What follows belongs to an exercise in optimizing a design on an open flow for small area and a short achievable clock period; a production flow would make more cautious choices.
Where RTL was checked, it was by simulation tests only, not by an equivalence proof against the original.
No activity file was given, so power comes from the tool's default toggle rates.

// arena_top
module arena_top
(
    input  logic                    Clk,
    input  logic                    rst_n,
    input  logic                    wb_cyc,
    input  logic                    wb_stb,
    input  logic                    wb_we,
    input  logic [3-1:0] wb_adr,
    input  logic [31:0]             wb_dat_w,
    output logic [31:0]             wb_dat_r,
    output logic                    wb_ack,
    input  arena_pkg::coord_t                  pix_x,
    input  arena_pkg::coord_t                  pix_y,
    input  logic                    pix_valid,
    input  logic                    frame_tick
);
    localparam int CW = 10;
    localparam int NS = 4;
    function automatic logic lt11(input logic [CW:0] a, input logic [CW:0] b);
        logic [15:0] g;
        logic [15:0] l;
        g = '0;
        l = '0;
        g[CW:0] = ~a & b;
        l[CW:0] = a & ~b;
        for (int s = 1; s < 16; s = s * 2) begin
            for (int i = 0; i + s < 16; i = i + 2 * s) begin
                g[i] = g[i+s] | (~l[i+s] & g[i]);
                l[i] = l[i+s] | (~g[i+s] & l[i]);
            end
        end
        lt11 = g[0];
    endfunction
    function automatic logic [CW-1:0] inc10(input logic [CW-1:0] c);
        logic [CW-1:0] m;    
        for (int i = 0; i < CW; i++) begin
            m = {CW{1'b1}} >> (CW - i);
  ...
Size: ~2800 cells after synthesis, ~200 flip-flops, roughly 95 I/O pins.
clock: 5.8 ns
lec_check: 0
abc_area: 1
cap_margin: 20
core_margin: 2
core_utilization: 55
setup_slack_margin: 3.5
slew_margin: 20
tns_end_percent: 0
standard.sh (not shown) runs the stock make flow with config.mk's settings and CLKGATE_MAP_FILE= SYNTH_SCRIPT=/design/flow/synth_recipe.tcl, a recipe that flattens the netlist after the stock synthesis.
==> flow/flow/run.sh <==
#!/bin/bash
# The standard layout with these changes:
#  - synthesis maps with the ABC script in flow/abc_area.script (selected by
#    ABC_AREA=1) and leaves adders to ABC (no ADDER_MAP_FILE); the rest of the
#    ORFS scripts are unchanged copies
#  - the port buffers are plain buf cells, which the timing repair can resize
#  - timing repair may resize cells to other footprints
set -euo pipefail
rm -rf scripts_copy
cp -r "$FLOW_HOME/scripts" scripts_copy
cp flow/abc_area.script scripts_copy/abc_area.script
bash standard.sh "SCRIPTS_DIR=$PWD/scripts_copy" ADDER_MAP_FILE= \
    "BUFFER_PORTS_ARGS=-buffer_cell sky130_fd_sc_hd__buf_4" \
    MATCH_CELL_FOOTPRINT=0 finish > standard_flow.log 2>&1
==> flow/flow/abc_area.script <==
strash
dc2
balance
dch -f
map -B 0.9
topo
stime -c
buffer -c
upsize -c
dnsize -c
Rerun with:
--- a/flow/design.v
+++ b/flow/design.v
@@ -115,29 +115,20 @@
             m = {13{1'b1}} >> (16 - i);
             score[i] = score_base[i] ^ (score_lo[3] & (&(score_base[15:3] | ~m)));
         end
     end
     logic req, wr;
     assign req = wb_cyc && wb_stb && !wb_ack;
     assign wr  = req && wb_we;
+    logic [NS-1:0][CW-1:0] flip_x, flip_y;
     logic [1:0]    rsel;
-    logic [CW-1:0] sel_x, sel_y, rd_x, rd_y;
-    logic [3:0]    rd_mv;
-    assign rsel  = wb_adr[1:0];
-    assign sel_x = mon_x[rsel];
-    assign sel_y = mon_y[rsel];
-    assign rd_mv = alive[rsel] ? 4'b0 : mv[rsel];
-    always_comb begin
-        rd_x = sel_x;
-        rd_y = sel_y;
-        if (rd_mv[3]) rd_x = dec10(sel_x);
-        if (rd_mv[2]) rd_x = inc10(sel_x);
-        if (rd_mv[1]) rd_y = dec10(sel_y);
-        if (rd_mv[0]) rd_y = inc10(sel_y);
-    end
+    logic [CW-1:0] rd_x, rd_y;
+    assign rsel = wb_adr[1:0];
+    assign rd_x = mon_x[rsel] ^ flip_x[rsel];
+    assign rd_y = mon_y[rsel] ^ flip_y[rsel];
     function automatic logic [31:0] xy_word(input logic [CW-1:0] x, input logic [CW-1:0] y,
                                             input logic b31);
         xy_word = '0;
         xy_word[CW-1:0]   = x;
         xy_word[16 +: CW] = y;
         xy_word[31]       = b31;
     endfunction
@@ -275,14 +266,24 @@
         assign y_gt = lt11({1'b0, player_y}, {1'b0, mon_y[i]});
         assign step = frame_tick && alive[i] && !restart;
         logic [CW-1:0] x_inc, x_dec, y_inc, y_dec;
         assign x_inc = inc10(mon_x[i]);
         assign x_dec = dec10(mon_x[i]);
         assign y_inc = inc10(mon_y[i]);
         assign y_dec = dec10(mon_y[i]);
+        logic [3:0] back;
+        assign back = alive[i] ? 4'b0 : mv[i];
+        always_comb begin
+            flip_x[i] = '0;
+            flip_y[i] = '0;
+            if (back[3]) flip_x[i] = x_dec ^ mon_x[i];
+            if (back[2]) flip_x[i] = x_inc ^ mon_x[i];
+            if (back[1]) flip_y[i] = y_dec ^ mon_y[i];
+            if (back[0]) flip_y[i] = y_inc ^ mon_y[i];
+        end
         always_ff @(posedge Clk) begin
             if (!rst_n) begin
                 alive_q[i] <= 1'b0;
                 mon_x[i]   <= '0;
                 mon_y[i]   <= '0;
                 mv[i]      <= '0;
             end else begin
Outcome: Non-clock buffer count grows by 21. Utilization grows by 0.46 points. First-iteration DRC count grows by 42%. Sequential share of layout area shrinks by 1.1 points. Via count grows by 11%. Total power grows by 0.90%. Cell count grows by 5.5%. Die area grows by 4.9%. Clock-buffer cell count shrinks by 2. Critical path depth shrinks by 5. Hold slack is better by 20 ps.
Function not checked in the first run of this note: the RTL went through the layout flow alone.

static timing again, ports no longer ideal:
The results above use ideal ports. As a check the final layouts listed here were re-extracted and re-timed, cells and wires unchanged. Step 1 (the two cells are an assumption about what drives the block):
set clk [get_ports {Clk}]
set_driving_cell -lib_cell sky130_fd_sc_hd__clkbuf_16 $clk
set_driving_cell -lib_cell sky130_fd_sc_hd__buf_2 [delete_from_list [all_inputs] $clk]
Step 2 times the ports against the registers' clock, not the clock port: input delays grow and output delays shrink by t, the midpoint of the rising clock arrivals with the driver on. Three values: ideal, step 1, step 2; two values: the first two.
| run | t (ns) | slack for setup (ns) | hold slack, ns | worst slew at a driven data input, ns |
|---|---|---|---|---|
| the first run | 0.516 | 2.811 / 2.780 / 2.264 | 0.437 / 0.437 / 0.437 | 0.08 |
| the second run | 0.526 | 3.104 / 3.108 / 2.581 | 0.457 / 0.457 / 0.457 | 0.06 |
After both steps every run listed still meets setup and hold. The setup slack of the first run, which loses most, moves by -0.031 ns with the drivers and by -0.547 ns with both steps.
